What follows belongs to an exercise in optimizing a design on an open flow for small area; a production flow would make more cautious choices. RTL that was checked went through simulation tests only; none was proved equivalent to the original. For run 1, only the layout was checked, not whether the RTL still works.

## flow/design.v (module list and top-level ports; edited modules follow where they fit)
// module frame_sequencer: 48 lines
// module step_counter: 8 lines
// module ref_delay_line: 48 lines
// module lms_channel: 53 lines
// module anc_mac: 1181 lines
// module anc_top: 89 lines
module anc_top
(
    input  logic        clk,
    input  logic        rstn,
    input  logic        head_flag,
    input  anc_pkg::sample_t reff,
    input  anc_pkg::sample_t primary_a,
    input  anc_pkg::sample_t primary_b,
    output anc_pkg::sample_t dout,
    output logic        frame_done
);
  // ...
==> flow/flow/run.sh <==
#!/bin/bash
# Layout flow: the standard synthesis and layout, with these changes.
#  1. After the standard synthesis (unchanged), flow/invopt.py chooses signal
#     polarities to save inverters: full-adder cells are self-dual, xor2/xnor2
#     and and/or-type cells have complemented twins, and half adders can be
#     rebuilt from an xor and a 2-input gate. Registers are not touched.
#  2. The layout then runs with the smallest port buffers and a coarser
#     clock tree without dummy loads (flow/layout_args.sh).
# Each step writes its full output to a log file in this folder.
set -euo pipefail
R=orfs/results/sky130hd/anc_top/base
bash standard.sh synth > synth.log 2>&1
cp $R/1_2_yosys.v 1_2_yosys_standard.v
python3 flow/invopt.py 1_2_yosys_standard.v $R/1_2_yosys.v > invopt.log 2>&1
touch $R/1_2_yosys.v
source flow/layout_args.sh
bash standard.sh "${LAYOUT_ARGS[@]}" finish > layout.log 2>&1
==> flow/flow/layout_args.sh <==
# make variables for the layout steps
LAYOUT_ARGS=(
  "BUFFER_PORTS_ARGS=-buffer_cell sky130_fd_sc_hd__buf_1"
  "CTS_ARGS=-sink_clustering_enable -repair_clock_nets -dont_use_dummy_load -buf_list sky130_fd_sc_hd__clkbuf_16 -sink_clustering_size 32 -sink_clustering_max_diameter 80"
)
==> flow/standard.sh <==
#!/bin/bash
# synth_recipe.tcl (not shown) runs the flow's synth.tcl, then flattens the netlist and writes it again
# the make line also repeats each setting of config.mk as NAME=value (left out here)
make -C /OpenROAD-flow-scripts/flow DESIGN_CONFIG=/design/flow/config.mk WORK_HOME=/design/flow/orfs CLKGATE_MAP_FILE= SYNTH_SCRIPT=/design/flow/synth_recipe.tcl "${@:-finish}"
==> flow/config.mk <==
export PLATFORM = sky130hd
export DESIGN_NAME = anc_top
export DESIGN_NICKNAME = anc_top
export VERILOG_FILES = /design/flow/design.v
export SDC_FILE = /design/flow/constraint.sdc
export NUM_CORES = 4
export LEC_CHECK = 0
export ABC_AREA = 1
export CAP_MARGIN = 20
export CORE_MARGIN = 2
export CORE_UTILIZATION = 65
export SLEW_MARGIN = 20
==> flow/constraint.sdc <==
create_clock -name core_clock -period 12.0 [get_ports {clk}]
set_input_delay 2.4000 -clock core_clock [delete_from_list [all_inputs] [get_ports {clk}]]
set_output_delay 2.4000 -clock core_clock [all_outputs]
set_load 0.01 [all_outputs]
Not shown: flow/flow/invopt.py
==> impl_metrics.json, run 1 <==
{
  "status": "no timing/DRC/antenna violations",
  "highest_layer": "met4",
  "grt_pass1_vias": 18666,
  "layout.cells.most_common": "nand2_1",
  "period_minus_slack_ns": 11.55,
  "cts-root-buf": "clkbuf_16",
  "hold_path_class": "register to register",
  "routed_wl_microns": 65040,
  "synth_area_sq_um": 26390,
  "fp.dieW_microns": 205.5,
  "synth_fp_nets": 2896,
  "cp.depth": 37,
  "finalCritPeriodShare_pct": 96.22,
  "cp-end-kind": "register",
  "routedWlPerCell_microns": 20.88,
  "portBuffers": 59,
  "synthCells": 2566,
  "fp.dieH_microns": 205.5,
  "hold_path_depth": 0,
  "final-seq-area_sq_um": 10330,
  "grt_pass1_wl_microns": 102100,
  "multi_input_area_sq_um": 14780,
  "clock_buffers": 22,
  "cp_common_cell": "fa_1",
  "vias": 18582,
  "multi_input_gates": 1803,
  "io_pins": 60,
  "reg2reg_from": "ref_i.g[0]",
  "seq_share_pct": 37.33,
  "fmax_mhz": 86.61,
  "initial_core_util_pct": 66.10,
  "required_ns": 12.30,
  "setup_tns_ns": 0,
  "met2_length_microns": 29210,
  "place_ws_ns": -0.1858,
  "clockBufferDepth": 3,
  "core_sq_um": 39910,
  "r2r_slack_ns": 0.45,
  "clk_pin_slew_ns": 0.11,
  "drt_iter0_drc": 1526
}
==> module frame_sequencer, before the edit <==
module frame_sequencer
(
    input  logic       clk,
    input  logic       rstn,
    input  logic       head_flag,
    output logic       start,
    output logic       filter_en,
    output logic       update_en,
    output logic       out_load
);
    logic [4:0] s;
    assign start     = (s == 5'd0) && head_flag;
    logic       filt_q;
    logic       upd_q;
    assign filter_en = filt_q;
    assign update_en = upd_q;
    always_ff @(posedge clk or negedge rstn)
    begin
        if (!rstn)
        begin
            filt_q <= 1'b0;
            upd_q  <= 1'b0;
        end
        else
        begin
            filt_q <= start || ((s >= 5'd1) && (s <= 5'd7));    
            upd_q  <= (s >= 5'd9) && (s <= 5'd16);      
        end
    end
    assign out_load  = (s == 5'd10);
    always_ff @(posedge clk or negedge rstn)
    begin
        if (!rstn)
            s <= 5'd0;
        else if (s == 5'd0)
        begin
            if (head_flag)
                s <= 5'd1;
        end
        else if (s == 5'd18)
        begin
            if (!head_flag)
                s <= 5'd0;
        end
        else
            s <= s + 5'd1;
    end
endmodule
==> module step_counter, before the edit <==
module step_counter
(
    input  logic       clk,
    output logic [2:0] ptr
);
    always_ff @(posedge clk)
        ptr <= ptr + 3'd1;
endmodule
==> module ref_delay_line, before the edit <==
module ref_delay_line
(
    input  logic               clk,
    input  logic               rstn,
    input  logic               start,
    input  logic signed [13:0] reff,
    input  logic [2:0]         ptr,
    output logic signed [13:0] x,
    output logic               wv
);
    logic signed [13:0] ring [8];
    logic signed [13:0] xin;
    logic [2:0]         g;
    logic [3:0]         nf;
    logic               ins;
    assign ins = (ptr == ~g);
    always_ff @(posedge clk)
    begin
        ring[0] <= ins ? xin : ring[7];
        for (int i = 1; i < 8; i++)
            ring[i] <= ring[i-1];
    end
    always_ff @(posedge clk)
    begin
        if (start)
        begin
            xin <= reff;
            g   <= g + 3'd1;
        end
    end
    always_ff @(posedge clk or negedge rstn)
    begin
        if (!rstn)
            nf <= 4'd0;
        else if (start && !nf[3])
            nf <= nf + 4'd1;
    end
    assign wv = nf[3] | nf[2] | nf[1];
    always_comb
    begin
        if (!(nf[3] || (ptr < nf[2:0])))
            x = 14'sd0;
        else if (ptr == 3'd0)
            x = xin;
        else
            x = ring[g];
    end
endmodule
==> module lms_channel, before the edit <==
module lms_channel
(
    input  logic               clk,
    input  logic               start,
    input  logic               filter_en,
    input  logic               update_en,
    input  logic               wv,
    input  logic signed [13:0] primary,
    input  logic [6:0]         neg,
    input  logic [6:0]         one,
    input  logic [6:0]         two,
    output logic signed [13:0] err
);
    logic signed [15:0] w [8];
    logic signed [32:0] acc;
    logic signed [15:0] w_rd;
    logic signed [15:0] m;
    logic signed [32:0] addend;
    logic signed [32:0] t;
    logic signed [20:0] y;
    assign w_rd = wv ? w[7] : 16'sd0;
    assign y = ~acc[32:12];
    always_comb
    begin
        if (y[20:13] != {8{y[13]}})
            err = y[20] ? -14'sd8192 : 14'sd8191;
        else
            err = y[13:0];
    end
    assign m      = filter_en ? w_rd : 16'(err);
    assign addend = {acc[32:31], update_en ? w_rd : acc[30:15], update_en ? 15'd0 : acc[14:0]};
    anc_mac mac_i (
        .m   (m),
        .neg (neg),
        .one (one),
        .two (two),
        .add (addend),
        .t   (t)
    );
    always_ff @(posedge clk)
    begin
        if (start)
            acc <= {{7{~primary[13]}}, ~primary, 12'd0};
        else if (filter_en)
            acc <= t;
    end
    always_ff @(posedge clk)
    begin
        w[0] <= update_en ? t[30:15] : w[7];
        for (int i = 1; i < 8; i++)
            w[i] <= w[i-1];
    end
endmodule
==> module anc_top, before the edit <==
module anc_top
(
    input  logic        clk,
    input  logic        rstn,
    input  logic        head_flag,
    input  anc_pkg::sample_t reff,
    input  anc_pkg::sample_t primary_a,
    input  anc_pkg::sample_t primary_b,
    output anc_pkg::sample_t dout,
    output logic        frame_done
);
    logic start, filter_en, update_en, out_load;
    logic [2:0] ptr;
    logic signed [13:0] x;
    logic signed [13:0] err_a;
    logic signed [13:0] err_b;
    logic wv;
    logic [6:0] neg, one, two;
    for (genvar j = 0; j < 7; j++)
    begin : booth
        logic b2, b1, b0;
        assign b2     = x[2*j+1];
        assign b1     = x[2*j];
        assign b0     = (j == 0) ? 1'b0 : x[2*j-1];
        assign neg[j] = b2 & ~(b1 & b0);
        assign one[j] = b1 ^ b0;
        assign two[j] = (b2 & ~b1 & ~b0) | (~b2 & b1 & b0);
    end
    frame_sequencer seq_i (
        .clk       (clk),
        .rstn      (rstn),
        .head_flag (head_flag),
        .start     (start),
        .filter_en (filter_en),
        .update_en (update_en),
        .out_load  (out_load)
    );
    step_counter step_i (
        .clk (clk),
        .ptr (ptr)
    );
    ref_delay_line ref_i (
        .clk   (clk),
        .rstn  (rstn),
        .start (start),
        .reff  (reff),
        .ptr   (ptr),
        .x     (x),
        .wv    (wv)
    );
    lms_channel chan_a (
        .clk       (clk),
        .start     (start),
        .filter_en (filter_en),
        .update_en (update_en),
        .wv        (wv),
        .primary   (primary_a),
        .neg       (neg),
        .one       (one),
        .two       (two),
        .err       (err_a)
    );
    lms_channel chan_b (
        .clk       (clk),
        .start     (start),
        .filter_en (filter_en),
        .update_en (update_en),
        .wv        (wv),
        .primary   (primary_b),
        .neg       (neg),
        .one       (one),
        .two       (two),
        .err       (err_b)
    );
    always_ff @(posedge clk or negedge rstn)
    begin
        if (!rstn)
        begin
            dout       <= '0;
            frame_done <= 1'b0;
        end
        else
        begin
            frame_done <= out_load;
            if (out_load)
                dout <= err_a + err_b;
        end
    end
endmodule
==> inputs of run 2 (changes only) <==
--- a/flow/design.v
+++ b/flow/design.v
@@ -22,38 +22,40 @@
 module frame_sequencer
 (
     input  logic       clk,
     input  logic       rstn,
     input  logic       head_flag,
     output logic       start,
     output logic       filter_en,
     output logic       update_en,
-    output logic       out_load
+    output logic       out_load,
+    output logic       last_upd
 );
     logic [4:0] s;
     assign start     = (s == 5'd0) && head_flag;
     logic       filt_q;
     logic       upd_q;
     assign filter_en = filt_q;
     assign update_en = upd_q;
     always_ff @(posedge clk or negedge rstn)
     begin
         if (!rstn)
         begin
             filt_q <= 1'b0;
             upd_q  <= 1'b0;
         end
         else
         begin
-            filt_q <= start || ((s >= 5'd1) && (s <= 5'd7));    
+            filt_q <= (s >= 5'd1) && (s <= 5'd8);       
             upd_q  <= (s >= 5'd9) && (s <= 5'd16);      
         end
     end
     assign out_load  = (s == 5'd10);
+    assign last_upd  = (s == 5'd17);
     always_ff @(posedge clk or negedge rstn)
     begin
         if (!rstn)
             s <= 5'd0;
         else if (s == 5'd0)
         begin
             if (head_flag)
                 s <= 5'd1;
@@ -65,67 +67,75 @@
         end
         else
             s <= s + 5'd1;
     end
 endmodule
 module step_counter
 (
     input  logic       clk,
+    input  logic       rstn,
     output logic [2:0] ptr
 );
-    always_ff @(posedge clk)
-        ptr <= ptr + 3'd1;
+    always_ff @(posedge clk or negedge rstn)
+    begin
+        if (!rstn)
+            ptr <= 3'd0;
+        else
+            ptr <= ptr + 3'd1;
+    end
 endmodule
 module ref_delay_line
 (
     input  logic               clk,
     input  logic               rstn,
     input  logic               start,
     input  logic signed [13:0] reff,
     input  logic [2:0]         ptr,
-    output logic signed [13:0] x,
-    output logic               wv
+    output logic signed [13:0] x
 );
     logic signed [13:0] ring [8];
     logic signed [13:0] xin;
     logic [2:0]         g;
     logic [3:0]         nf;
     logic               ins;
     assign ins = (ptr == ~g);
     always_ff @(posedge clk)
     begin
         ring[0] <= ins ? xin : ring[7];
         for (int i = 1; i < 8; i++)
             ring[i] <= ring[i-1];
     end
     always_ff @(posedge clk)
     begin
         if (start)
-        begin
             xin <= reff;
-            g   <= g + 3'd1;
-        end
+    end
+    always_ff @(posedge clk or negedge rstn)
+    begin
+        if (!rstn)
+            g <= 3'd0;
+        else if (start)
+            g <= g + 3'd1;
     end
     always_ff @(posedge clk or negedge rstn)
     begin
         if (!rstn)
             nf <= 4'd0;
         else if (start && !nf[3])
             nf <= nf + 4'd1;
     end
-    assign wv = nf[3] | nf[2] | nf[1];
-    always_comb
+    always_ff @(posedge clk)
     begin
         if (!(nf[3] || (ptr < nf[2:0])))
-            x = 14'sd0;
+            x <= 14'sd0;
         else if (ptr == 3'd0)
-            x = xin;
+            x <= xin;
         else
-            x = ring[g];
+            x <= ring[g];
     end
 endmodule
 module lms_channel
 (
     input  logic               clk,
     input  logic               start,
     input  logic               filter_en,
     input  logic               update_en,
@@ -138,27 +148,27 @@
 );
     logic signed [15:0] w [8];
     logic signed [32:0] acc;
     logic signed [15:0] w_rd;
     logic signed [15:0] m;
     logic signed [32:0] addend;
     logic signed [32:0] t;
     logic signed [20:0] y;
-    assign w_rd = wv ? w[7] : 16'sd0;
+    assign w_rd = wv ? w[0] : 16'sd0;
     assign y = ~acc[32:12];
     always_comb
     begin
         if (y[20:13] != {8{y[13]}})
             err = y[20] ? -14'sd8192 : 14'sd8191;
         else
             err = y[13:0];
     end
     assign m      = filter_en ? w_rd : 16'(err);
-    assign addend = {acc[32:31], update_en ? w_rd : acc[30:15], update_en ? 15'd0 : acc[14:0]};
+    assign addend = update_en ? {2'b00, w_rd, 15'd0} : acc;
     anc_mac mac_i (
         .m   (m),
         .neg (neg),
         .one (one),
         .two (two),
         .add (addend),
         .t   (t)
     );
@@ -166,18 +176,19 @@
     begin
         if (start)
             acc <= {{7{~primary[13]}}, ~primary, 12'd0};
         else if (filter_en)
             acc <= t;
     end
     always_ff @(posedge clk)
     begin
-        w[0] <= update_en ? t[30:15] : w[7];
-        for (int i = 1; i < 8; i++)
+        w[0] <= w[7];
+        w[1] <= update_en ? t[30:15] : w[0];
+        for (int i = 2; i < 8; i++)
             w[i] <= w[i-1];
     end
 endmodule
 module anc_mac
 (
     input  logic [15:0] m,
     input  logic [6:0] neg,
     input  logic [6:0] one,
@@ -696,17 +707,17 @@
     logic r397;
     logic r398;
     logic r399;
     logic r400;
     logic r401;
     logic r402;
     logic r403;
     logic r404;
-    logic q405;
+    logic r405;
     logic r406;
     logic q407;
     logic r408;
     logic q409;
     logic r410;
     logic q411;
     logic r412;
     logic q413;
@@ -742,23 +753,17 @@
     logic q443;
     logic r444;
     logic q445;
     logic r446;
     logic q447;
     logic r448;
     logic q449;
     logic r450;
-    logic q451;
-    logic r452;
-    logic q453;
-    logic r454;
-    logic q455;
-    logic r456;
-    logic r457;
+    logic r451;
     assign y0_0 = m[0] ^ neg[0];
     assign p1 = (one[0] & y0_0) | (two[0] & neg[0]);
     assign y0_1 = m[1] ^ neg[0];
     assign p2 = (one[0] & y0_1) | (two[0] & y0_0);
     assign y0_2 = m[2] ^ neg[0];
     assign p3 = (one[0] & y0_2) | (two[0] & y0_1);
     assign y0_3 = m[3] ^ neg[0];
     assign p4 = (one[0] & y0_3) | (two[0] & y0_2);
@@ -1285,95 +1290,89 @@
     assign t[16] = c350 ^ s351 ^ r400;
     assign r401 = (c350 & s351) | (c350 & r400) | (s351 & r400);
     assign t[17] = c352 ^ s353 ^ r401;
     assign r402 = (c352 & s353) | (c352 & r401) | (s353 & r401);
     assign t[18] = c354 ^ s355 ^ r402;
     assign r403 = (c354 & s355) | (c354 & r402) | (s355 & r402);
     assign t[19] = c356 ^ s357 ^ r403;
     assign r404 = (c356 & s357) | (c356 & r403) | (s357 & r403);
-    assign q405 = c358 ^ s359;
-    assign r406 = c358 & s359;
-    assign q407 = c360 ^ s361 ^ r406;
-    assign r408 = (c360 & s361) | (c360 & r406) | (s361 & r406);
-    assign q409 = c362 ^ s363 ^ r408;
-    assign r410 = (c362 & s363) | (c362 & r408) | (s363 & r408);
-    assign q411 = c364 ^ s365 ^ r410;
-    assign r412 = (c364 & s365) | (c364 & r410) | (s365 & r410);
-    assign q413 = c366 ^ s367 ^ r412;
-    assign r414 = (c366 & s367) | (c366 & r412) | (s367 & r412);
-    assign q415 = c368 ^ s369 ^ r414;
-    assign r416 = (c368 & s369) | (c368 & r414) | (s369 & r414);
-    assign q417 = c370 ^ s371 ^ r416;
-    assign r418 = (c370 & s371) | (c370 & r416) | (s371 & r416);
-    assign q419 = c372 ^ s373 ^ r418;
-    assign r420 = (c372 & s373) | (c372 & r418) | (s373 & r418);
-    assign q421 = c374 ^ s375 ^ r420;
-    assign r422 = (c374 & s375) | (c374 & r420) | (s375 & r420);
-    assign q423 = c376 ^ s377 ^ r422;
-    assign r424 = (c376 & s377) | (c376 & r422) | (s377 & r422);
-    assign q425 = c378 ^ s379 ^ r424;
-    assign r426 = (c378 & s379) | (c378 & r424) | (s379 & r424);
-    assign q427 = c380 ^ s381 ^ r426;
-    assign r428 = (c380 & s381) | (c380 & r426) | (s381 & r426);
-    assign q429 = c382 ^ s383 ^ r428;
-    assign r430 = (c382 & s383) | (c382 & r428) | (s383 & r428);
-    assign q431 = ~(c358 ^ s359);
-    assign r432 = c358 | s359;
-    assign q433 = c360 ^ s361 ^ r432;
-    assign r434 = (c360 & s361) | (c360 & r432) | (s361 & r432);
-    assign q435 = c362 ^ s363 ^ r434;
-    assign r436 = (c362 & s363) | (c362 & r434) | (s363 & r434);
-    assign q437 = c364 ^ s365 ^ r436;
-    assign r438 = (c364 & s365) | (c364 & r436) | (s365 & r436);
-    assign q439 = c366 ^ s367 ^ r438;
-    assign r440 = (c366 & s367) | (c366 & r438) | (s367 & r438);
-    assign q441 = c368 ^ s369 ^ r440;
-    assign r442 = (c368 & s369) | (c368 & r440) | (s369 & r440);
-    assign q443 = c370 ^ s371 ^ r442;
-    assign r444 = (c370 & s371) | (c370 & r442) | (s371 & r442);
-    assign q445 = c372 ^ s373 ^ r444;
-    assign r446 = (c372 & s373) | (c372 & r444) | (s373 & r444);
-    assign q447 = c374 ^ s375 ^ r446;
-    assign r448 = (c374 & s375) | (c374 & r446) | (s375 & r446);
-    assign q449 = c376 ^ s377 ^ r448;
-    assign r450 = (c376 & s377) | (c376 & r448) | (s377 & r448);
-    assign q451 = c378 ^ s379 ^ r450;
-    assign r452 = (c378 & s379) | (c378 & r450) | (s379 & r450);
-    assign q453 = c380 ^ s381 ^ r452;
-    assign r454 = (c380 & s381) | (c380 & r452) | (s381 & r452);
-    assign q455 = c382 ^ s383 ^ r454;
-    assign r456 = (c382 & s383) | (c382 & r454) | (s383 & r454);
-    assign t[20] = r404 ? q431 : q405;
-    assign t[21] = r404 ? q433 : q407;
-    assign t[22] = r404 ? q435 : q409;
-    assign t[23] = r404 ? q437 : q411;
-    assign t[24] = r404 ? q439 : q413;
-    assign t[25] = r404 ? q441 : q415;
-    assign t[26] = r404 ? q443 : q417;
-    assign t[27] = r404 ? q445 : q419;
-    assign t[28] = r404 ? q447 : q421;
-    assign t[29] = r404 ? q449 : q423;
-    assign t[30] = r404 ? q451 : q425;
-    assign t[31] = r404 ? q453 : q427;
-    assign t[32] = r404 ? q455 : q429;
-    assign r457 = r430 | (r404 & r456);
+    assign t[20] = c358 ^ s359 ^ r404;
+    assign r405 = (c358 & s359) | (c358 & r404) | (s359 & r404);
+    assign t[21] = c360 ^ s361 ^ r405;
+    assign r406 = (c360 & s361) | (c360 & r405) | (s361 & r405);
+    assign q407 = c362 ^ s363;
+    assign r408 = c362 & s363;
+    assign q409 = c364 ^ s365 ^ r408;
+    assign r410 = (c364 & s365) | (c364 & r408) | (s365 & r408);
+    assign q411 = c366 ^ s367 ^ r410;
+    assign r412 = (c366 & s367) | (c366 & r410) | (s367 & r410);
+    assign q413 = c368 ^ s369 ^ r412;
+    assign r414 = (c368 & s369) | (c368 & r412) | (s369 & r412);
+    assign q415 = c370 ^ s371 ^ r414;
+    assign r416 = (c370 & s371) | (c370 & r414) | (s371 & r414);
+    assign q417 = c372 ^ s373 ^ r416;
+    assign r418 = (c372 & s373) | (c372 & r416) | (s373 & r416);
+    assign q419 = c374 ^ s375 ^ r418;
+    assign r420 = (c374 & s375) | (c374 & r418) | (s375 & r418);
+    assign q421 = c376 ^ s377 ^ r420;
+    assign r422 = (c376 & s377) | (c376 & r420) | (s377 & r420);
+    assign q423 = c378 ^ s379 ^ r422;
+    assign r424 = (c378 & s379) | (c378 & r422) | (s379 & r422);
+    assign q425 = c380 ^ s381 ^ r424;
+    assign r426 = (c380 & s381) | (c380 & r424) | (s381 & r424);
+    assign q427 = c382 ^ s383 ^ r426;
+    assign r428 = (c382 & s383) | (c382 & r426) | (s383 & r426);
+    assign q429 = ~(c362 ^ s363);
+    assign r430 = c362 | s363;
+    assign q431 = c364 ^ s365 ^ r430;
+    assign r432 = (c364 & s365) | (c364 & r430) | (s365 & r430);
+    assign q433 = c366 ^ s367 ^ r432;
+    assign r434 = (c366 & s367) | (c366 & r432) | (s367 & r432);
+    assign q435 = c368 ^ s369 ^ r434;
+    assign r436 = (c368 & s369) | (c368 & r434) | (s369 & r434);
+    assign q437 = c370 ^ s371 ^ r436;
+    assign r438 = (c370 & s371) | (c370 & r436) | (s371 & r436);
+    assign q439 = c372 ^ s373 ^ r438;
+    assign r440 = (c372 & s373) | (c372 & r438) | (s373 & r438);
+    assign q441 = c374 ^ s375 ^ r440;
+    assign r442 = (c374 & s375) | (c374 & r440) | (s375 & r440);
+    assign q443 = c376 ^ s377 ^ r442;
+    assign r444 = (c376 & s377) | (c376 & r442) | (s377 & r442);
+    assign q445 = c378 ^ s379 ^ r444;
+    assign r446 = (c378 & s379) | (c378 & r444) | (s379 & r444);
+    assign q447 = c380 ^ s381 ^ r446;
+    assign r448 = (c380 & s381) | (c380 & r446) | (s381 & r446);
+    assign q449 = c382 ^ s383 ^ r448;
+    assign r450 = (c382 & s383) | (c382 & r448) | (s383 & r448);
+    assign t[22] = r406 ? q429 : q407;
+    assign t[23] = r406 ? q431 : q409;
+    assign t[24] = r406 ? q433 : q411;
+    assign t[25] = r406 ? q435 : q413;
+    assign t[26] = r406 ? q437 : q415;
+    assign t[27] = r406 ? q439 : q417;
+    assign t[28] = r406 ? q441 : q419;
+    assign t[29] = r406 ? q443 : q421;
+    assign t[30] = r406 ? q445 : q423;
+    assign t[31] = r406 ? q447 : q425;
+    assign t[32] = r406 ? q449 : q427;
+    assign r451 = r428 | (r406 & r450);
 endmodule
 module anc_top
 (
     input  logic        clk,
     input  logic        rstn,
     input  logic        head_flag,
     input  anc_pkg::sample_t reff,
     input  anc_pkg::sample_t primary_a,
     input  anc_pkg::sample_t primary_b,
     output anc_pkg::sample_t dout,
     output logic        frame_done
 );
-    logic start, filter_en, update_en, out_load;
+    logic start, filter_en, update_en, out_load, last_upd;
     logic [2:0] ptr;
     logic signed [13:0] x;
     logic signed [13:0] err_a;
     logic signed [13:0] err_b;
     logic wv;
     logic [6:0] neg, one, two;
     for (genvar j = 0; j < 7; j++)
     begin : booth
@@ -1387,31 +1386,39 @@
     end
     frame_sequencer seq_i (
         .clk       (clk),
         .rstn      (rstn),
         .head_flag (head_flag),
         .start     (start),
         .filter_en (filter_en),
         .update_en (update_en),
-        .out_load  (out_load)
+        .out_load  (out_load),
+        .last_upd  (last_upd)
     );
     step_counter step_i (
-        .clk (clk),
-        .ptr (ptr)
+        .clk  (clk),
+        .rstn (rstn),
+        .ptr  (ptr)
     );
     ref_delay_line ref_i (
         .clk   (clk),
         .rstn  (rstn),
         .start (start),
         .reff  (reff),
         .ptr   (ptr),
-        .x     (x),
-        .wv    (wv)
+        .x     (x)
     );
+    always_ff @(posedge clk or negedge rstn)
+    begin
+        if (!rstn)
+            wv <= 1'b0;
+        else if (last_upd)
+            wv <= 1'b1;
+    end
     lms_channel chan_a (
         .clk       (clk),
         .start     (start),
         .filter_en (filter_en),
         .update_en (update_en),
         .wv        (wv),
         .primary   (primary_a),
         .neg       (neg),
--- a/flow/flow/invopt.py
+++ b/flow/flow/invopt.py
@@ -188,17 +188,17 @@
     if v in var_ha: c += ha_cost(var_ha[v])
     if v in var_flip: c += flip_cost(var_flip[v])
     return c
 
 start = total()
 cur = start; best = cur; bestv = list(var)
 random.seed(1)
 N = len(var)
-steps = 400000
+steps = 2000000
 for step in range(steps):
     v = random.randrange(N)
     old = local(v)
     var[v] ^= 1
     dl = local(v) - old
     T = max(0.05, 4.0 * (1 - step / (0.8 * steps)))
     if dl <= 1e-9 or random.random() < pow(2.718, -dl / T):
         cur += dl
==> flow/flow/layout_args.sh (replaced) <==
# make variables for the layout steps
LAYOUT_ARGS=(
  "BUFFER_PORTS_ARGS=-buffer_cell sky130_fd_sc_hd__buf_1"
  "CTS_ARGS=-sink_clustering_enable -repair_clock_nets -dont_use_dummy_load -buf_list sky130_fd_sc_hd__clkbuf_8 -sink_clustering_size 16 -sink_clustering_max_diameter 50"
)
==> run 2 against run 1 <==
Effect of this change:
- still clean
- worst setup slack worse by 0.096 ns
- maximum frequency is 0.83% lower
- critical path depth stayed put
- global-route usage is 0.91 points higher
- flip-flop and latch count is 15 higher
- critical path type unchanged
- critical endpoint is now chan_a.acc[28]
- highest routed layer unchanged
==> impl_metrics.json, run 2 <==
{
  "drv_cap": 0,
  "cp-end-kind": "register",
  "fin_util_pct": 70.03,
  "cp_common_cell": "fa_1",
  "fp.dieW_microns": 203.8,
  "nets": 2904,
  "drt_iter0_drc": 1475,
  "finalWeightedCongestion": 0.9285,
  "grt_pass1_wl_microns": 103900,
  "design_area_sq_um": 27700,
  "arrival_ns": 11.96,
  "worst_hold_path.endpoint": "chan_b.w[4][1]",
  "routed_wl_microns": 65010,
  "drv_slew": 0,
  "critPathMaxStageDelay_ns": 0.43,
  "cts_made_buffers": 43,
  "worstRegToRegCells": 37,
  "grt_pass1_vias": 18948,
  "core_sq_um": 39550,
  "cts_sinks": 495,
  "finalSetupViolCount": 0,
  "htree_levels": 2,
  "ant_nets": 0,
  "required_ns": 12.31,
  "hold_path_class": "register to register",
  "hold_path_depth": 0,
  "place_area_sq_um": 26810,
  "layout_common_cells": "406 x dfxtp_1, 370 x nand2_1, 233 x fa_1, 220 x o22ai_1, 159 x xnor2_1",
  "placed_cells": 3019,
  "reg.largest.list": "chan_a.w (128), chan_b.w (128), ref_i.ring (112)",
  "worst_pin_slew_ns": 0.9986,
  "clkLatencyLatePin_ns": 0.65,
  "synth_area_per_cell_sq_um": 10.39,
  "grt_max_degree": 53,
  "fin_cells": 3085,
  "r2r_slack_ns": 0.36,
  "worstHoldStart": "chan_b.w[3][1]",
  "initial_core_util_pct": 65.62,
  "layout.cells.most_common": "dfxtp_1",
  "cp_max_fo": 8,
  "cts_hold_buf": 0,
  "drive_gt1_share_pct": 8.594,
  "status": "no timing/DRC/antenna violations",
  "grt_use_total_pct": 32.32,
  "r2r_end": "chan_a.acc[28]",
  "io_pins": 60,
  "vias": 18361,
  "routedWlPerCell_microns": 21.07,
  "worst_setup_path_start_kind": "register",
  "fmax_mhz": 85.89,
  "grt_antenna_before_repair": 1,
  "rows": 73,
  "dr.pass1.iters": 6,
  "finalHoldViolations": 0,
  "clockBufferDepth": 3,
  "globalRoute.totalOverflow": 0,
  "area_growth_pct": 6.716,
  "synth_fp_nets": 2841,
  "dieArea_sq_um": 41540,
  "critPathKind": "register to register",
  "finalCritPeriodShare_pct": 97.02,
  "cp_slowest_cell": "edfxtp_1",
  "cts-root-buf": "clkbuf_8",
  "drc": 0,
  "relSlewSlack_pct": 32.72,
  "fin_skew_ns": 0.08326,
  "synth_area_sq_um": 25950,
  "reg2reg_from": "chan_a.acc[30]",
  "synth_warnings": 7,
  "period_minus_slack_ns": 11.64,
  "clk_pin_slew_ns": 0.09,
  "fp.dieH_microns": 203.8,
  "hpwl_microns": 48400,
  "drt-vias-per-instance": 5.952,
  "synthCells": 2499,
  "diodes": 0,
  "cts_tree": "yes",
  "portBuffers": 59
}
-- run 2: critical path: cells and delay by family (launching register included) --
family / cells / cell delay [ns]
buf+inv: 3 / 0.43
simple gates: 3 / 0.51
flops: 1 / 0.43
xor+xnor: 2 / 0.43
fa+ha+maj: 23 / 8.78
compound gates: 6 / 0.76
-- run 2: per-layer routing --
| layer | routed length, microns | share of wire [%] | global-route usage (%) | up-vias |
|---|---|---|---|---|
| met2 | 29790 | 46 | 51.23 | 727 |
| met3 | 5350 | 8.2 | 6.617 | 130 |
| met4 | 2104 | 3.2 | 10.87 | 0 |
| met5 | 0 | 0 | 0 | - |
| met1 | 27760 | 43 | 44.67 | 8993 |
| li1 | - | - | - | 8511 |
-- run 2: final cells by class --
cell class	instances	area, sq um
timing repair buffer	145	888.4
fill	2989	11850
sequential	495	10640
clock buffer	43	591.8
inverter	134	503.0
multi-input combinational	1743	14420
tap	525	656.9
-- run 2: worst max-delay path by stage --
stage	startpoint	end
after CTS	chan_b.acc[32]	chan_b.acc[26]
after detailed placement	chan_b.acc[32]	chan_b.acc[26]
after floorplan	chan_a.acc[32]	chan_a.acc[26]
after global placement	chan_a.acc[27]	chan_a.acc[32]
after global routing	chan_a.acc[30]	chan_a.acc[28]
final	chan_a.acc[30]	chan_a.acc[28]
-- run 2: per-stage QoR --
stage	TNS [ns]	setup WS, ns	hold slack, ns
final	0	0.3571	0.2811
after global routing	-0.7745	-0.1119	0.2814
after CTS	0	0.00007550	0.2670
after detailed placement	-0.2113	-0.05297	0.3121
after global placement	0	0.1083	0.3098
after floorplan	0	0.5936	0.3096
-- run 2: what timing repair did --
| item | CTS | global route |
|---|---|---|
| setup buffers | 0 | 23 |
| resized for setup | 1 | 29 |
| endpoints found under the setup margin | 7 | 39 |
| pin swaps | 0 | 8 |
==> inputs of run 3 (changes only) <==
==> flow/flow/layout_args.sh (replaced) <==
# make variables for the layout steps
LAYOUT_ARGS=(
  "BUFFER_PORTS_ARGS=-buffer_cell sky130_fd_sc_hd__buf_1"
  "CTS_ARGS=-sink_clustering_enable -repair_clock_nets -dont_use_dummy_load -buf_list sky130_fd_sc_hd__clkbuf_16 -sink_clustering_size 32 -sink_clustering_max_diameter 80"
)
==> run 3 against run 2 <==
Effect of this change:
- area after synthesis did not move
- utilization fell by 0.066 points
- design area barely moved
- hold slack got worse by 0.0034 ns
- clock skew fell by 0.0088 ns
- critical path depth rose by 6
- highest routed layer unchanged
==> impl_metrics.json, run 3 <==
{
  "r2r_end": "chan_b.acc[32]",
  "relSlewSlack_pct": 27.35,
  "area_growth_pct": 6.614,
  "routed_wl_microns": 64280,
  "layout_common_cells": "406 x dfxtp_1, 371 x nand2_1, 230 x fa_1, 221 x o22ai_1, 159 x xnor2_1",
  "grt_use_met3_pct": 5.708,
  "dr.pass1.iters": 5,
  "reg.largest.list": "chan_a.w (128), chan_b.w (128), ref_i.ring (112)",
  "routedWlPerCell_microns": 20.97,
  "fp.dieW_microns": 203.8,
  "cp_common_cell": "fa_1",
  "globalRoute.totalOverflow": 0,
  "diodes": 0,
  "finalHoldViolations": 0,
  "r2r_slack_ns": 0.47,
  "drv_slew": 0,
  "place_area_sq_um": 26830,
  "design_area_sq_um": 27670,
  "cp_max_fo": 9,
  "worstRegToRegCells": 43,
  "arrival_ns": 11.82,
  "nets": 2885,
  "io_pins": 60,
  "cts_tree": "yes",
  "synth_warnings": 7,
  "drv_cap": 0,
  "status": "no timing/DRC/antenna violations",
  "clockBufferDepth": 3,
  "drive_gt1_share_pct": 7.832,
  "cts_made_buffers": 23,
  "cts_hold_buf": 0,
  "grt_pass1_vias": 18779,
  "nFillCells": 3007,
  "cp_slowest_cell": "fa_1",
  "initial_core_util_pct": 65.62,
  "portBuffers": 59,
  "rows": 73,
  "grt_antenna_before_repair": 0,
  "multi_input_area_sq_um": 14390,
  "synthCells": 2499,
  "finalCritPeriodShare_pct": 96.10,
  "fmax_mhz": 86.71,
  "dieArea_sq_um": 41540,
  "grt.busiest_layer": "met2",
  "clk_pin_slew_ns": 0.11,
  "finalSetupViolCount": 0,
  "hpwl_microns": 47960,
  "synth_fp_nets": 2841,
  "critPathMaxStageDelay_ns": 0.48,
  "worst_setup_path_start_kind": "register",
  "worstHoldStart": "chan_b.w[3][0]",
  "worst_hold_path.endpoint": "chan_b.w[4][0]",
  "reg2reg_from": "chan_b.acc[27]",
  "clkLatencyLatePin_ns": 0.59,
  "grt_pass1_wl_microns": 102600,
  "required_ns": 12.29,
  "hold_path_class": "register to register",
  "timing.hold.ws_ns": 0.2777,
  "fin_skew_ns": 0.07446,
  "vias": 18310,
  "synth_area_per_cell_sq_um": 10.39,
  "grtUsageMet1_pct": 44.36,
  "core_sq_um": 39550,
  "grt_use_total_pct": 31.71,
  "finalWeightedCongestion": 0.9168,
  "cp-end-kind": "register",
  "drt_iter0_drc": 1537,
  "cts_sinks": 495,
  "grt_max_degree": 50,
  "ant_nets": 0,
  "fp.dieH_microns": 203.8,
  "cts-root-buf": "clkbuf_16",
  "hold_path_depth": 0,
  "drt-vias-per-instance": 5.972,
  "startpoint": "chan_b.acc[27]",
  "synth_area_sq_um": 25950,
  "drc": 0,
  "worst_pin_slew_ns": 1.089,
  "period_minus_slack_ns": 11.53,
  "final-seq-area_sq_um": 10640,
  "htree_levels": 1,
  "critPathKind": "register to register",
  "grtUsageMet2_pct": 50.29,
  "layout.cells.most_common": "dfxtp_1"
}
## run 3: how the worst max path moves through the flow
| stage | end | depth (start not counted) |
|---|---|---|
| 2_1_floorplan | chan_a.acc[26] | 39 |
| 3_3_place_gp | chan_a.acc[32] | 40 |
| 3_5_place_dp | chan_b.acc[28] | 38 |
| 4_1_cts | chan_b.acc[28] | 38 |
| 5_1_grt | chan_b.acc[32] | 44 |
| 6_report | chan_b.acc[32] | 43 |
## run 3: final cells by class
class | instances | share of cell area, %
multi-input cells | 1744 | 52.01
flip-flops and latches | 495 | 38.44
repair buffers | 145 | 3.274
well taps | 525 | 2.374
clock buffers | 23 | 2.080
inverters | 134 | 1.818
## run 3: stage by stage
| step | std cells | setup TNS, ns | util [%] | setup slack [ns] |
|---|---|---|---|---|
| after floorplan | 2499 | 0 | - | 0.5936 |
| after global placement | 3022 | 0 | 67.85 | 0.1443 |
| after detailed placement | 3022 | -0.08464 | 67.85 | -0.08413 |
| after CTS | 3045 | 0 | 69.31 | 0.005186 |
| after global routing | 3066 | -0.02659 | 69.96 | -0.02659 |
| final | 3066 | 0 | 69.96 | 0.4677 |
## run 3: critical path, delay by kind of cell, from the launching register on
| kind | cells | cell delay, ns |
|---|---|---|
| buf+inv | 6 | 0.66 |
| compound gates | 3 | 0.42 |
| fa+ha+maj | 22 | 8.67 |
| simple gates | 11 | 0.89 |
| xor+xnor | 1 | 0.21 |
| flops | 1 | 0.38 |
## run 3: what timing repair did
item / 4_1_cts / 5_1_grt
gates cloned: 0 / 1
pin swaps: 0 / 8
buffers inserted: 0 / 19
endpoints found under the setup margin: 4 / 40
resized for setup: 1 / 30
## run 3: routing by layer
metal | vias up | wire, microns
met1 | 9037 | 27910
li1 | 8478 | -
met4 | 0 | 2295
met2 | 672 | 29180
met5 | - | 0
met3 | 123 | 4894
==> inputs of run 4 (changes only) <==
--- a/flow/flow/invopt.py
+++ b/flow/flow/invopt.py
@@ -195,3 +195,3 @@
 N = len(var)
-steps = 2000000
+steps = 400000
 for step in range(steps):
--- a/flow/config.mk
+++ b/flow/config.mk
@@ -11,2 +11,3 @@
 export CORE_UTILIZATION = 65
+export GPL_TIMING_DRIVEN = 0
 export SLEW_MARGIN = 20
==> run 4 against run 3 <==
Effect of this change:
- cell count increased by 2.5%
- first-iteration DRC count grew 39%
- still clean on timing, DRC and antenna
- sequential share of layout area is 0.18 points lower
- design area is 0.48% higher
==> impl_metrics.json, run 4 <==
{
  "startpoint": "ref_i.x[0]",
  "drv_cap": 0,
  "path_delay_family": "adder cells",
  "critPathMaxStageDelay_ns": 0.51,
  "drc": 0,
  "cp_slowest_cell": "clkbuf_1",
  "synth_warnings": 7,
  "ant_nets": 0,
  "fin_skew_ns": 0.07399,
  "cts_tree": "yes",
  "drt-vias-per-instance": 6.236,
  "reg2reg_from": "ref_i.x[0]",
  "cp_max_fo": 10,
  "cp-end-kind": "register",
  "synth_fp_nets": 2848,
  "drt_iter0_drc": 2142,
  "diodes": 0,
  "timing.hold.ws_ns": 0.2856,
  "arrival_ns": 11.92,
  "globalRoute.totalOverflow": 0,
  "r2r_slack_ns": 0.38,
  "grt_pass1_vias": 19848,
  "r2r_end": "chan_b.acc[32]",
  "cts_sinks": 495,
  "cp_num_buf_inv": 5,
  "drive_gt1_share_pct": 6.267,
  "synth_area_per_cell_sq_um": 10.37,
  "rows": 73,
  "io_pins": 60,
  "fp.dieH_microns": 204.0,
  "status": "no timing/DRC/antenna violations",
  "synth_area_sq_um": 26010,
  "fmax_mhz": 86.07,
  "layout_setup_ws_ns": 0.3809,
  "grt_use_met3_pct": 7.350,
  "htree_levels": 1,
  "grt_max_degree": 44,
  "place_ws_ns": -1.033,
  "grt_antenna_before_repair": 0,
  "portBuffers": 59,
  "required_ns": 12.30,
  "worst_setup_path_start_kind": "register",
  "clk_pin_slew_ns": 0.12,
  "cp.depth": 36,
  "hpwl_microns": 58500,
  "grtUsageMet1_pct": 51.59,
  "worst_pin_slew_ns": 1.173,
  "cts_made_buffers": 22,
  "vias": 19595,
  "routedWlPerCell_microns": 24.52,
  "grt.busiest_layer": "met2",
  "nets": 2959,
  "core_sq_um": 39640,
  "clkLatencyLatePin_ns": 0.59,
  "drv_slew": 0,
  "layout.cells.most_common": "dfxtp_1",
  "hold_path_class": "register to register",
  "dr.pass1.iters": 6,
  "grt_use_total_pct": 37.46,
  "synthCells": 2508,
  "reg.largest.list": "chan_a.w (128), chan_b.w (128), ref_i.ring (112)",
  "grt_pass1_wl_microns": 116400,
  "rsz0062_at_grt": "no",
  "fp.dieW_microns": 204.0,
  "finalHoldViolations": 0,
  "cts-root-buf": "clkbuf_16",
  "setup.worst_path.end": "chan_b.acc[32]",
  "period_minus_slack_ns": 11.62,
  "worstRegToRegCells": 36,
  "initial_core_util_pct": 65.61,
  "finalSetupViolCount": 0,
  "cp_common_cell": "fa_1",
  "routed_wl_microns": 77050,
  "grtUsageMet2_pct": 58.28,
  "finalWeightedCongestion": 1.040,
  "area_growth_pct": 6.904,
  "finalCritPeriodShare_pct": 96.83,
  "relSlewSlack_pct": 21.53,
  "critPathKind": "register to register",
  "layout_common_cells": "405 x dfxtp_1, 370 x nand2_1, 233 x fa_1, 206 x o22ai_1, 153 x xor2_1",
  "dieArea_sq_um": 41630,
  "clockBufferDepth": 3
}
==> run 4: how the worst min path moves through the flow <==
stage	cells past startpoint	slack, ns	startpoint	end
5_1_grt	0	0.29	chan_a.w[3][13]	chan_a.w[4][13]
2_1_floorplan	0	0.31	chan_a.w[7][0]	chan_a.w[0][0]
6_report	0	0.29	chan_a.w[3][13]	chan_a.w[4][13]
3_5_place_dp	0	0.31	chan_a.w[6][5]	chan_a.w[7][5]
3_3_place_gp	0	0.31	chan_b.w[6][14]	chan_b.w[7][14]
4_1_cts	0	0.29	chan_a.w[3][13]	chan_a.w[4][13]
==> run 4: final cells by class <==
class / count / area [sq um]
multi-input cells: 1744 / 14410
clock buffers: 22 / 550.5
inverters: 142 / 533.0
fillers: 2989 / 11840
repair buffers: 89 / 473.0
flip-flops and latches: 495 / 10640
well taps: 525 / 656.9
plain buffers: 125 / 539.3
==> run 4: timing repair <==
item | 4_1_cts | 5_1_grt
hold buffers | 0 | 0
setup endpoints to repair | 22 | 37
pin swaps | 2 | 4
buffers inserted | 4 | 25
resized for setup | 20 | 24
==> run 4: metal layers <==
metal  vias up  routed length (microns)
met5         -                        0
met4         0                     3519
met3       207                     7317
met2      1076                    34240
met1      9671                    31970
li1       8641                        -
==> run 4: per-stage QoR <==
stage,std cells,setup TNS (ns),cell area [sq um],util [%]
2_1_floorplan,2508,0,26010,-
3_3_place_gp,3092,-14.85,26880,67.82
3_5_place_dp,3093,-18.58,26920,67.92
4_1_cts,3117,0,27550,69.49
5_1_grt,3142,0,27800,70.13
6_report,3142,0,27800,70.13
==> inputs of run 5 (changes only) <==
--- a/flow/config.mk
+++ b/flow/config.mk
@@ -11,3 +11,2 @@
 export CORE_UTILIZATION = 65
-export GPL_TIMING_DRIVEN = 0
 export SLEW_MARGIN = 20
==> run 5 against run 4 <==
Effect of this change:
- hold slack worse by 0.0075 ns
- critical endpoint is now chan_b.acc[23]
- synthesized cell count unchanged
- still clean on timing, DRC and antenna
==> impl_metrics.json, run 5 <==
{
  "status": "no timing/DRC/antenna violations",
  "final-seq-area_sq_um": 10640,
  "ant_nets": 0,
  "grt_max_degree": 50,
  "required_ns": 12.35,
  "fp.dieW_microns": 204.0,
  "cts_tree": "yes",
  "placed_cells": 3016,
  "finalCritPeriodShare_pct": 96.32,
  "layout.cells.most_common": "dfxtp_1",
  "fp.dieH_microns": 204.0,
  "timing.hold.ws_ns": 0.2781,
  "fin_skew_ns": 0.08652,
  "r2r_end": "chan_b.acc[23]",
  "layout_setup_ws_ns": 0.4418,
  "design_area_sq_um": 27520,
  "finalWeightedCongestion": 0.9330,
  "dieArea_sq_um": 41630,
  "synth_warnings": 7,
  "arrival_ns": 11.91,
  "core_sq_um": 39640,
  "globalRoute.totalOverflow": 0,
  "hpwl_microns": 48640,
  "place_ws_ns": -0.01937,
  "hold_path_class": "register to register",
  "fmax_mhz": 86.52,
  "finalSetupViolCount": 0,
  "cts-root-buf": "clkbuf_16",
  "worst_pin_slew_ns": 1.087,
  "grt_antenna_before_repair": 0,
  "drv_slew": 0,
  "worst_hold_path.endpoint": "chan_a.w[4][12]",
  "fin_cells": 3055,
  "worstRegToRegCells": 37,
  "drt-vias-per-instance": 5.952,
  "io_pins": 60,
  "critPathKind": "register to register",
  "grt_use_total_pct": 31.91,
  "period_minus_slack_ns": 11.56,
  "hold_path_depth": 0,
  "area_growth_pct": 5.807,
  "drt_iter0_drc": 1618,
  "worst_setup_path_start_kind": "register",
  "grt_pass1_vias": 18668,
  "portBuffers": 59,
  "rsz0062_at_grt": "no",
  "synth_area_per_cell_sq_um": 10.37,
  "nets": 2871,
  "cts_hold_buf": 0,
  "finalHoldViolations": 0,
  "worstHoldStart": "chan_a.w[3][12]",
  "critPathMaxStageDelay_ns": 0.49,
  "drive_gt1_share_pct": 6.603,
  "rows": 73,
  "routed_wl_microns": 64610,
  "clk_pin_slew_ns": 0.11,
  "multi_input_area_sq_um": 14380,
  "fin_util_pct": 69.41,
  "drc": 0,
  "routedWlPerCell_microns": 21.15,
  "dr.pass1.iters": 6,
  "layout_common_cells": "406 x dfxtp_1, 371 x nand2_1, 236 x fa_1, 206 x o22ai_1, 151 x xor2_1",
  "r2r_slack_ns": 0.44,
  "cp-end-kind": "register",
  "synth_area_sq_um": 26010,
  "reg.largest.list": "chan_a.w (128), chan_b.w (128), ref_i.ring (112)",
  "synthCells": 2508,
  "cp_max_fo": 7,
  "clkLatencyLatePin_ns": 0.61,
  "cts_made_buffers": 24,
  "cp_common_cell": "fa_1",
  "vias": 18182,
  "drv_cap": 0,
  "clockBufferDepth": 3,
  "place_area_sq_um": 26780,
  "relSlewSlack_pct": 27.34,
  "synth_fp_nets": 2848,
  "cts_sinks": 495,
  "initial_core_util_pct": 65.61,
  "cp_slowest_cell": "fa_1",
  "setup_tns_ns": 0,
  "nFillCells": 3118,
  "grt_pass1_wl_microns": 103000,
  "reg2reg_from": "chan_b.acc[29]",
  "htree_levels": 1
}
-- run 5: worst max path at each step --
stage	start	to	slack [ns]	cells past startpoint
6_report	chan_b.acc[29]	chan_b.acc[23]	0.44	37
5_1_grt	chan_b.acc[32]	chan_b.acc[28]	0.03	37
4_1_cts	chan_b.acc[29]	chan_b.acc[32]	0.01	41
3_5_place_dp	chan_b.acc[32]	chan_b.acc[32]	-0.02	41
3_3_place_gp	chan_b.acc[32]	chan_b.acc[32]	0.23	41
2_1_floorplan	chan_b.acc[32]	chan_b.acc[29]	0.77	38
-- run 5: critical path: cells and delay by family (launching register included) --
family / cells / cell delay, ns
AO/OA/AOI/OAI: 5 / 0.77
XOR/XNOR: 2 / 0.38
AND/OR/NAND/NOR: 5 / 0.65
buffers and inverters: 3 / 0.38
flip-flops: 1 / 0.39
adder cells (fa/ha/maj): 22 / 8.71
-- run 5: area by class of cell --
cell class	count	area share [%]
Antenna cell	1	0.009094
Clock buffer	24	2.183
Inverter	142	1.937
Multi-Input combinational cell	1745	52.27
Sequential cell	495	38.66
Tap cell	525	2.387
Timing Repair Buffer	123	2.560
-- run 5: metal layers --
layer  vias to the layer above  global-route usage, %  part of all wire [%]
met5                         -                      0                     0
met4                         0                  9.032                   3.1
met3                       128                  5.533                   7.0
met2                       612                  51.98                    46
met1                      8991                  44.27                    44
li1                       8451                      -                     -
-- run 5: what timing repair did --
item,in CTS,in global routing
setup buffers,0,13
gates resized for setup,0,11
setup endpoints to repair,0,20
==> inputs of run 6 (changes only) <==
--- a/flow/flow/run.sh
+++ b/flow/flow/run.sh
@@ -5,3 +5,5 @@
 #     and and/or-type cells have complemented twins, and half adders can be
-#     rebuilt from an xor and a 2-input gate. Registers are not touched.
+#     rebuilt from an xor and a 2-input gate. It also bypasses the plain
+#     buffers synthesis left; the layout re-buffers where it needs to.
+#     Registers are not touched.
 #  2. The layout then runs with the smallest port buffers and a coarser
@@ -13,3 +15,3 @@
 cp $R/1_2_yosys.v 1_2_yosys_standard.v
-python3 flow/invopt.py 1_2_yosys_standard.v $R/1_2_yosys.v > invopt.log 2>&1
+python3 flow/invopt.py 1_2_yosys_standard.v $R/1_2_yosys.v --debuffer > invopt.log 2>&1
 touch $R/1_2_yosys.v
--- a/flow/flow/invopt.py
+++ b/flow/flow/invopt.py
@@ -32,2 +32,33 @@
 P = 'sky130_fd_sc_hd__'
+
+# bypass plain buffers left by synthesis (the layout re-buffers as it needs);
+# a buffer that drives a port is kept
+def _bypass_buffers():
+    outs_ports = set(m.group(3) for m in re.finditer(r'^\s*(output)\s+(\[[^\]]*\]\s*)?(\S+);', head, re.M))
+    inps_ports = set(m.group(3) for m in re.finditer(r'^\s*(input)\s+(\[[^\]]*\]\s*)?(\S+);', head, re.M))
+    isport = lambda n: n.split('[')[0].strip() in outs_ports or n.split('[')[0].strip() in inps_ports
+    bufs = {}
+    for name, (typ, pins) in insts.items():
+        k = typ[len(P):].rsplit('_', 1)[0]
+        if k in ('buf', 'clkbuf') and 'A' in pins and 'X' in pins and not isport(pins['X']):
+            bufs[pins['X']] = (name, pins['A'])
+    if not bufs:
+        return 0
+    def src_of(n):
+        seen = 0
+        while n in bufs and seen < 100:
+            n = bufs[n][1]; seen += 1
+        return n
+    for name in list(insts):
+        if name not in insts: continue
+        typ, pins = insts[name]
+        for p in list(pins):
+            if p in ('X', 'Y', 'Q', 'Q_N', 'SUM', 'COUT', 'HI', 'LO'):
+                continue
+            if pins[p] in bufs:
+                pins[p] = src_of(pins[p])
+    for n, (name, a) in bufs.items():
+        del insts[name]
+    return len(bufs)
+nbuf = _bypass_buffers() if '--debuffer' in sys.argv else 0
 OUTS = {'X', 'Y', 'Q', 'Q_N', 'SUM', 'COUT', 'HI', 'LO'}
@@ -195,3 +226,3 @@
 N = len(var)
-steps = 400000
+steps = 2000000
 for step in range(steps):
@@ -316 +347,2 @@
 open(sys.argv[2], 'w').write(''.join(out))
+sys.stderr.write(f'invopt: buffers bypassed {nbuf}\n')
--- a/flow/config.mk
+++ b/flow/config.mk
@@ -11,2 +11,3 @@
 export CORE_UTILIZATION = 65
+export GPL_TIMING_DRIVEN = 0
 export SLEW_MARGIN = 20
==> run 6 against run 5 <==
Effect of this change:
- area after synthesis decreased by 2.1%
- via count increased by 0.10%
- largest cell class unchanged
- maximum frequency about the same
- count of clock-buffer cells in the layout decreased by 1
- critical path type unchanged
- synthesized cell count decreased by 5.2%
- non-clock buffer count decreased by 29
==> impl_metrics.json, run 6 <==
{
  "nets": 2838,
  "layout.cells.most_common": "dfxtp_1",
  "cts-root-buf": "clkbuf_16",
  "cp_common_cell": "fa_1",
  "synth_area_per_cell_sq_um": 10.71,
  "timing.hold.ws_ns": 0.2853,
  "highest_layer": "met4",
  "rsz0062_at_grt": "no",
  "cts_hold_buf": 0,
  "ant_nets": 0,
  "io_pins": 60,
  "status": "no timing/DRC/antenna violations",
  "layout_common_cells": "405 x dfxtp_1, 365 x nand2_1, 233 x fa_1, 208 x o22ai_1, 162 x xor2_1",
  "cts_sinks": 495,
  "synth_warnings": 7,
  "finalCritPeriodShare_pct": 96.24,
  "met2_length_microns": 27850,
  "relSlewSlack_pct": 23.71,
  "grt_max_degree": 59,
  "cts_made_buffers": 23,
  "hpwl_microns": 45000,
  "drc": 0,
  "drt_iter0_drc": 1632,
  "worst_setup_path_start_kind": "register",
  "period_minus_slack_ns": 11.55,
  "cp_slowest_cell": "fa_1",
  "fp.dieH_microns": 201.9,
  "core_sq_um": 38650,
  "grt_pass1_wl_microns": 99770,
  "wl_met1_microns": 26840,
  "synthCells": 2377,
  "drv_cap": 0,
  "reg.largest.list": "chan_a.w (128), chan_b.w (128), ref_i.ring (112)",
  "diodes": 0,
  "arrival_ns": 11.86,
  "grt_use_total_pct": 30.92,
  "dr.pass1.iters": 7,
  "clockBufferDepth": 3,
  "cp-end-kind": "register",
  "layout_setup_ws_ns": 0.4506,
  "hold_path_class": "register to register",
  "htree_levels": 1,
  "dieArea_sq_um": 40780,
  "drt-vias-per-instance": 6.039,
  "fin_skew_ns": 0.09589,
  "critPathKind": "register to register",
  "globalRoute.totalOverflow": 0,
  "finalSetupViolCount": 0,
  "drive_gt1_share_pct": 6.771,
  "routedWlPerCell_microns": 20.32,
  "critPathMaxStageDelay_ns": 0.50,
  "initial_core_util_pct": 65.89,
  "cts_tree": "yes",
  "area_growth_pct": 8.628,
  "fp.dieW_microns": 201.9,
  "fin_util_pct": 71.58,
  "drv_slew": 0,
  "portBuffers": 59,
  "clkLatencyLatePin_ns": 0.60,
  "rows": 72,
  "fmax_mhz": 86.58,
  "finalWeightedCongestion": 0.8902,
  "grt_antenna_before_repair": 0,
  "required_ns": 12.31,
  "vias": 18201,
  "place_ws_ns": -0.8758,
  "wl_met3_microns": 4087,
  "setup_tns_ns": 0,
  "grt_pass1_vias": 18281,
  "cp_max_fo": 7,
  "worst_pin_slew_ns": 1.143,
  "clk_pin_slew_ns": 0.11,
  "finalHoldViolations": 0,
  "routed_wl_microns": 61250,
  "synth_fp_nets": 2717,
  "synth_area_sq_um": 25470
}
## run 6: cell type report
type	count	area, sq um
flip-flops and latches	495	10650
repair inverters	1	5.005
well taps	518	648.1
clock buffers	23	575.6
inverters	138	535.5
multi-input cells	1745	14500
fillers	2912	10980
repair buffers	94	752.0
## run 6: what timing repair did
action / in CTS / in global routing
endpoints found under the hold margin: 0 / 0
gates cloned: 0 / 3
endpoints found under the setup margin: 33 / 40
gates resized for setup: 13 / 19
pin swaps: 4 / 7
setup buffers: 8 / 7
## run 6: worst max-delay path, delay by kind of cell (launching register included)
kind / cells / cell delay (ns)
buffers and inverters: 4 / 0.56
DFF: 1 / 0.43
adders and majority gates: 22 / 8.70
xor gates and xnor gates: 1 / 0.16
AOI/OAI and AO/OA: 3 / 0.52
and+or+nand+nor: 10 / 0.92
## run 6: routing by layer
layer / up-vias / track usage, %
li1: 8411 / -
met1: 8910 / 44.71
met2: 749 / 49.03
met3: 131 / 3.241
met4: 0 / 10.79
met5: - / 0
## run 6: path summary, 6_finish.rpt
path                                       from         endpoint  slack (ns)  depth (start not counted)
worst max-delay path             chan_b.acc[32]   chan_b.acc[32]        0.45                         40
worst min-delay path            chan_b.w[7][15]  chan_b.w[0][15]        0.29                          0
max in group asynchronous                  rstn     seq_i.filt_q        9.65                          2
worst max register to register   chan_b.acc[32]   chan_b.acc[32]        0.45                         40
worst min register to register  chan_b.w[7][15]  chan_b.w[0][15]        0.29                          0
min in group asynchronous                  rstn          dout[8]        1.79                          1
## run 6: through the flow
stage	instances	cell area, sq um
after global placement	2954	26340
after global routing	3014	27660
after floorplan	2377	25470
after CTS	3003	27490
after detailed placement	2972	26810
final	3014	27660
==> inputs of run 7 (changes only) <==
--- a/flow/config.mk
+++ b/flow/config.mk
@@ -11,3 +11,2 @@
 export CORE_UTILIZATION = 65
-export GPL_TIMING_DRIVEN = 0
 export SLEW_MARGIN = 20
==> run 7 against run 6 <==
Effect of this change:
- area after synthesis unchanged
- maximum frequency is 0.33% lower
- clock skew up 0.0033 ns
- hold slack worse by 0.015 ns
- critical endpoint unchanged
- highest routed layer unchanged
==> impl_metrics.json, run 7 <==
{
  "status": "no timing/DRC/antenna violations",
  "fp.dieW_microns": 201.9,
  "cts-root-buf": "clkbuf_16",
  "worst_pin_slew_ns": 0.9885,
  "diodes": 0,
  "io_pins": 60,
  "drc": 0,
  "required_ns": 12.31,
  "grt_use_total_pct": 32.22,
  "grt_use_met3_pct": 3.644,
  "vias": 18374,
  "relSlewSlack_pct": 33.91,
  "dieArea_sq_um": 40780,
  "fp.dieH_microns": 201.9,
  "drt-vias-per-instance": 6.060,
  "finalHoldViolations": 0,
  "layout.cells.most_common": "dfxtp_1",
  "period_minus_slack_ns": 11.59,
  "synthCells": 2377,
  "cp_max_fo": 18,
  "finalWeightedCongestion": 1.005,
  "grtUsageMet2_pct": 51.98,
  "synth_warnings": 7,
  "routedWlPerCell_microns": 21.19,
  "finalSetupViolCount": 0,
  "grt_pass1_vias": 18723,
  "critPathMaxStageDelay_ns": 0.48,
  "initial_core_util_pct": 65.89,
  "synth_area_sq_um": 25470,
  "drt_iter0_drc": 1736,
  "startpoint": "chan_b.acc[32]",
  "placed_cells": 3003,
  "globalRoute.totalOverflow": 0,
  "clk_pin_slew_ns": 0.11,
  "fin_skew_ns": 0.09922,
  "cp_slowest_cell": "fa_1",
  "layout_common_cells": "405 x dfxtp_1, 372 x nand2_1, 236 x fa_1, 208 x o22ai_1, 163 x xor2_1",
  "core_sq_um": 38650,
  "drv_slew": 0,
  "clkLatencyLatePin_ns": 0.60,
  "grt_antenna_before_repair": 0,
  "fmax_mhz": 86.30,
  "grtUsageMet1_pct": 44.43,
  "hold_path_class": "register to register",
  "portBuffers": 59,
  "synth_fp_nets": 2717,
  "hpwl_microns": 47540,
  "synth_area_per_cell_sq_um": 10.71,
  "ant_nets": 0,
  "worst_setup_path_start_kind": "register",
  "nets": 2856,
  "cts_tree": "yes",
  "drv_cap": 0,
  "finalCritPeriodShare_pct": 96.57,
  "cts_made_buffers": 22,
  "htree_levels": 1,
  "critPathKind": "register to register",
  "cp-end-kind": "register",
  "grt_max_degree": 58,
  "arrival_ns": 11.90,
  "cts_sinks": 495,
  "drive_gt1_share_pct": 6.444,
  "rows": 72,
  "cp_common_cell": "fa_1",
  "worstHoldStart": "chan_a.w[1][4]",
  "clockBufferDepth": 3,
  "dr.pass1.iters": 6,
  "reg.largest.list": "chan_a.w (128), chan_b.w (128), ref_i.ring (112)",
  "grt_pass1_wl_microns": 102900,
  "area_growth_pct": 7.665,
  "grt.busiest_layer": "met2",
  "reg2reg_from": "chan_b.acc[32]",
  "routed_wl_microns": 64240,
  "fin_cells": 3032
}
run 7: changes by cell type in the layout (fill, tap and decap cells not counted), moves of 3 or more:
cell,delta
buf_12,-6
buf_16,-9
buf_2,-3
buf_4,+42
fa_1,+3
fa_2,-3
inv_1,+7
inv_4,-4
nand2_1,+7
nand2_2,-6
nor2_1,+3
run 7: final cells by class:
type	count	area [sq um]
Sequential cell	495	10640
Clock buffer	22	550.5
Multi-Input combinational cell	1744	14420
Inverter	138	518.0
Timing Repair Buffer	115	646.9
Fill cell	2925	11230
Tap cell	518	648.1
run 7: final timing paths:
path | cells after the start | end | slack [ns]
max reg2reg | 42 | chan_b.acc[32] | 0.41
max | 42 | chan_b.acc[32] | 0.41
min in group asynchronous | 1 | dout[5] | 1.93
max in group asynchronous | 1 | seq_i.upd_q | 9.39
min | 0 | chan_a.w[2][4] | 0.27
min reg2reg | 0 | chan_a.w[2][4] | 0.27
run 7: layer usage:
| layer | wire [microns] | up-vias |
|---|---|---|
| li1 | - | 8442 |
| met1 | 26770 | 8956 |
| met2 | 29900 | 817 |
| met3 | 4354 | 159 |
| met4 | 3218 | 0 |
| met5 | 0 | - |
run 7: critical path: cells and delay by family (launching register included):
kind,cells,cell delay (ns)
flops,1,0.43
simple gates,11,0.90
xor+xnor,1,0.15
compound gates,3,0.61
buf+inv,5,0.63
fa+ha+maj,22,8.57
run 7: metrics by stage:
step           area, sq um  util (%)  setup TNS, ns  hold slack, ns  setup WS [ns]
3_5_place_dp         26770     69.26              0          0.3121       0.006019
6_report             27420     70.94              0          0.2707         0.4119
4_1_cts              27320     70.69              0          0.2683        0.05874
3_3_place_gp         26770     69.26              0          0.3095         0.2294
2_1_floorplan        25470         -              0          0.3096         0.1249
5_1_grt              27420     70.94       -0.02873          0.2688       -0.01548
run 7: timing repair:
item / CTS / global route
setup endpoints to repair: 1 / 37
pin swaps: 0 / 2
setup buffers: 0 / 7
endpoints found under the hold margin: 0 / 0
gates resized for setup: 1 / 11
hold buffers: 0 / 0

port drivers added, routing unchanged:
No port has a modelled driver above. Below, the same layouts with a new extraction and two added sets of constraints. Step 1 sets driving cells, clkbuf_16 on the clock port and buf_2 on the other inputs (assumed; they add their load-dependent delay and slew). Step 2 moves the port delays by t, midway between the first and last clock arrival at a register: inputs arrive t later, outputs are due t later. That takes back most of the time a late clock gives input paths. Slacks: no drivers / after step 1 / after step 2; pairs: no drivers / after step 1.
run	t, ns	slack for setup (ns)	worst register clock-pin slew, ns
run 1	0.593	0.453 / 0.453 / 0.453	0.11 / 0.11
run 2	0.666	0.357 / 0.357 / 0.357	0.10 / 0.10
run 3	0.611	0.468 / 0.468 / 0.468	0.11 / 0.11
run 4	0.618	0.381 / 0.381 / 0.381	0.12 / 0.12
run 5	0.625	0.442 / 0.442 / 0.442	0.11 / 0.11
run 6	0.606	0.451 / 0.451 / 0.451	0.11 / 0.11
run 7	0.611	0.412 / 0.412 / 0.412	0.12 / 0.12
After both steps setup and hold are still met in every run listed.
